What follows belongs to an exercise in optimizing a design on an open flow for small area, a short achievable clock period and few clock cycles; a production flow would make more cautious choices. Where RTL was checked, it was by simulation tests only, not by an equivalence proof against the original.

== old ==
==> flow/design.v (excerpt) <==
module lms_top (
	input logic clk_operation,
	input logic rst,
	input logic sample_strobe,
	input logic signed [15:0] sample,
	input logic signed [15:0] desired,
	input logic signed [15:0] mu,
	input logic start,
	output logic ready,
	output logic [31:0] result,
	output logic [255:0] coefs
);
	logic s_IN, n_IN;
	logic s_I1, n_I1;
	logic s_I2, n_I2;
	logic s_FW, n_FW;
	logic s_F0, n_F0;
	logic s_F1, n_F1;
	logic s_F2, n_F2;
	logic s_J0, n_J0;
	logic s_J3, n_J3;
	logic s_E, n_E;
	logic s_M, n_M;
	logic s_U0, n_U0;
	logic s_U1, n_U1;
	logic s_U2, n_U2;
	logic s_U3, n_U3;
	logic s_R, n_R;
	logic [255:0] win;  
	logic [15:0] dh;  
	logic [4:0] fill;
	logic [35:0] acc_s, acc_c;  
	logic [15:0] la0;  
	logic [15:0] lad0;  
	logic [7:0] lone0, ltwo0, lneg0;  
	wire [17:0] lx0 = {la0[15], la0, 1'b0};
	logic [15:0] la1;  
	logic [15:0] lad1;  
	logic [7:0] lone1, ltwo1, lneg1;  
	wire [17:0] lx1 = {la1[15], la1, 1'b0};
	logic [15:0] la2;  
	logic [15:0] lad2;  
	logic [7:0] lone2, ltwo2, lneg2;  
	wire [17:0] lx2 = {la2[15], la2, 1'b0};
	logic [15:0] la3;  
	logic [15:0] lad3;  
	logic [7:0] lone3, ltwo3, lneg3;  
	wire [17:0] lx3 = {la3[15], la3, 1'b0};
	logic kb;  
	wire idle = s_IN | s_I1 | s_I2;
	wire take = idle & sample_strobe;
	wire go = idle & start & fill[4];
	always_comb begin
		n_IN = 1'b0;
		n_I1 = 1'b0;
		n_I2 = 1'b0;
		n_FW = 1'b0;
		n_F0 = 1'b0;
		n_F1 = 1'b0;
		n_F2 = 1'b0;
		n_J0 = 1'b0;
		n_J3 = 1'b0;
		n_E = 1'b0;
		n_M = 1'b0;
		n_U0 = 1'b0;
		n_U1 = 1'b0;
		n_U2 = 1'b0;
		n_U3 = 1'b0;
		n_R = 1'b0;
		if (!rst) begin
			n_IN = 1'b1;
		end else begin
			if (go) begin
				if (!sample_strobe) n_FW = 1'b1;  
				else if (!s_IN) n_J0 = 1'b1;  
  ...
==> flow/config.mk <==
export PLATFORM = sky130hd
export DESIGN_NAME = lms_top
export DESIGN_NICKNAME = lms_top
export VERILOG_FILES = /design/flow/design.v
export SDC_FILE = /design/flow/constraint.sdc
export NUM_CORES = 4
export LEC_CHECK = 0
export CAP_MARGIN = 20
export CORE_MARGIN = 2
export CORE_UTILIZATION = 55
export SLEW_MARGIN = 20
==> flow/constraint.sdc <==
create_clock -name core_clock -period 20.0 [get_ports {clk_operation}]
set_input_delay 4.0000 -clock core_clock [delete_from_list [all_inputs] [get_ports {clk_operation}]]
set_output_delay 4.0000 -clock core_clock [all_outputs]
set_load 0.01 [all_outputs]
standard.sh (not shown) runs the stock make flow with config.mk's settings and CLKGATE_MAP_FILE= SYNTH_SCRIPT=/design/flow/synth_recipe.tcl, a recipe that flattens the netlist after the stock synthesis.
==> flow/flow/run.sh <==
#!/bin/bash
# The standard layout, with two changes to how it is made:
# - ORFS's repair_timing aims at a larger setup margin, so that it shortens the real critical
#   paths (the 20 ns clock alone leaves it nothing to repair);
# - the port buffers that global placement adds to every input and output are buf_1 cells
#   (repair may size them up) instead of the default choice, clkdlybuf4s50_1.
set -euo pipefail
bash standard.sh SETUP_SLACK_MARGIN=14 "BUFFER_PORTS_ARGS=-buffer_cell sky130_fd_sc_hd__buf_1" finish > make_finish.log 2>&1 || { tail -40 make_finish.log; exit 1; }
old completed end to end with timing, DRC and antenna clean.
Testbench counts of old, summed over its fixed seeds: cycles 24,016.
Changes in new relative to old:
--- a/flow/design.v
+++ b/flow/design.v
@@ -1774,26 +1774,26 @@
 	wire [31:0] lsum3 = ls3[31:0] + lc3[31:0];
 	wire [15:0] lsat3 = sat20(lsum3[31:12]);
 	wire [35:0] acc = acc_s + acc_c + 36'haaab00000;
 	logic [15:0] pred_c, err_c;
 	logic [16:0] diff;
 	always_comb begin
 		if (acc[35:27] == '0 || acc[35:27] == '1) pred_c = acc[27:12];
 		else pred_c = acc[35] ? 16'h8000 : 16'h7fff;
 		diff = {dh[15], dh} - {pred_c[15], pred_c};
 		if (diff[16] == diff[15]) err_c = diff[15:0];
 		else err_c = diff[16] ? 16'h8000 : 16'h7fff;
 	end
-	wire acc_zero = s_E || s_IN || s_FW;  
-	wire acc_hold = s_I2 || s_M || s_U0 || s_U1 || s_U2 || s_U3;
+	wire acc_zero = !rst || s_E || s_IN || s_FW || ((s_I1 || s_I2) && (sample_strobe != (start && fill[4])));
+	wire acc_hold = s_M || s_U0 || s_U1 || s_U2 || s_U3 || (s_I2 && !(sample_strobe != (start && fill[4])));
 	always_ff @(posedge clk_operation) begin
 		if (acc_zero) begin
 			acc_s <= '0;
 			acc_c <= '0;
 		end else if (!acc_hold) begin
 			acc_s <= xs;
 			acc_c <= xc;
 		end
 	end
 	wire [19:0] sv = lsum0[31:12];
 	wire sv_ok = (sv[19:15] == 5'b00000) || (sv[19:15] == 5'b11111);
 	logic [7:0] step_one, step_two, step_neg, sv_one, sv_two, sv_neg;
==> run summary <==
In new the worst setup slack after layout turned out 0.13 ns higher than in old.
Comparing new and old, the higher portion of the clock cycle consumed by the worst path in the final layout was measured on old.
Changes observed in new relative to old: gate count after technology mapping rose 2.1%; number of cell rows rose about 0.8%; signed area change from the synthesized netlist to the final layout rose 1.5 points.
For new, only the layout was checked, not whether the RTL still works.

-- static timing again, ports no longer ideal --
Ports are ideal in the flow. The routed layouts listed here were re-timed in OpenROAD.
Step 1 sets driving cells, clkbuf_16 on the clock port and buf_2 on the other inputs (assumed; they add their load-dependent delay and slew).
Step 2 also shifts input and output timing later by t, the mid clock arrival at the registers, as if the neighbouring blocks saw the same clock.
Slacks: ideal / step 1 / step 2; pairs: ideal / step 1.
run | shift t [ns] | setup slack, ns | cell pins on the clock port's net
old | 0.800 | 13.342 / 13.342 / 13.267 | 1
new | 0.796 | 13.471 / 13.471 / 13.359 | 1
After both steps setup and hold are still met in every run listed. For new, which loses most, drivers alone change the setup slack by 0.000 ns; drivers and shift together by -0.112 ns.
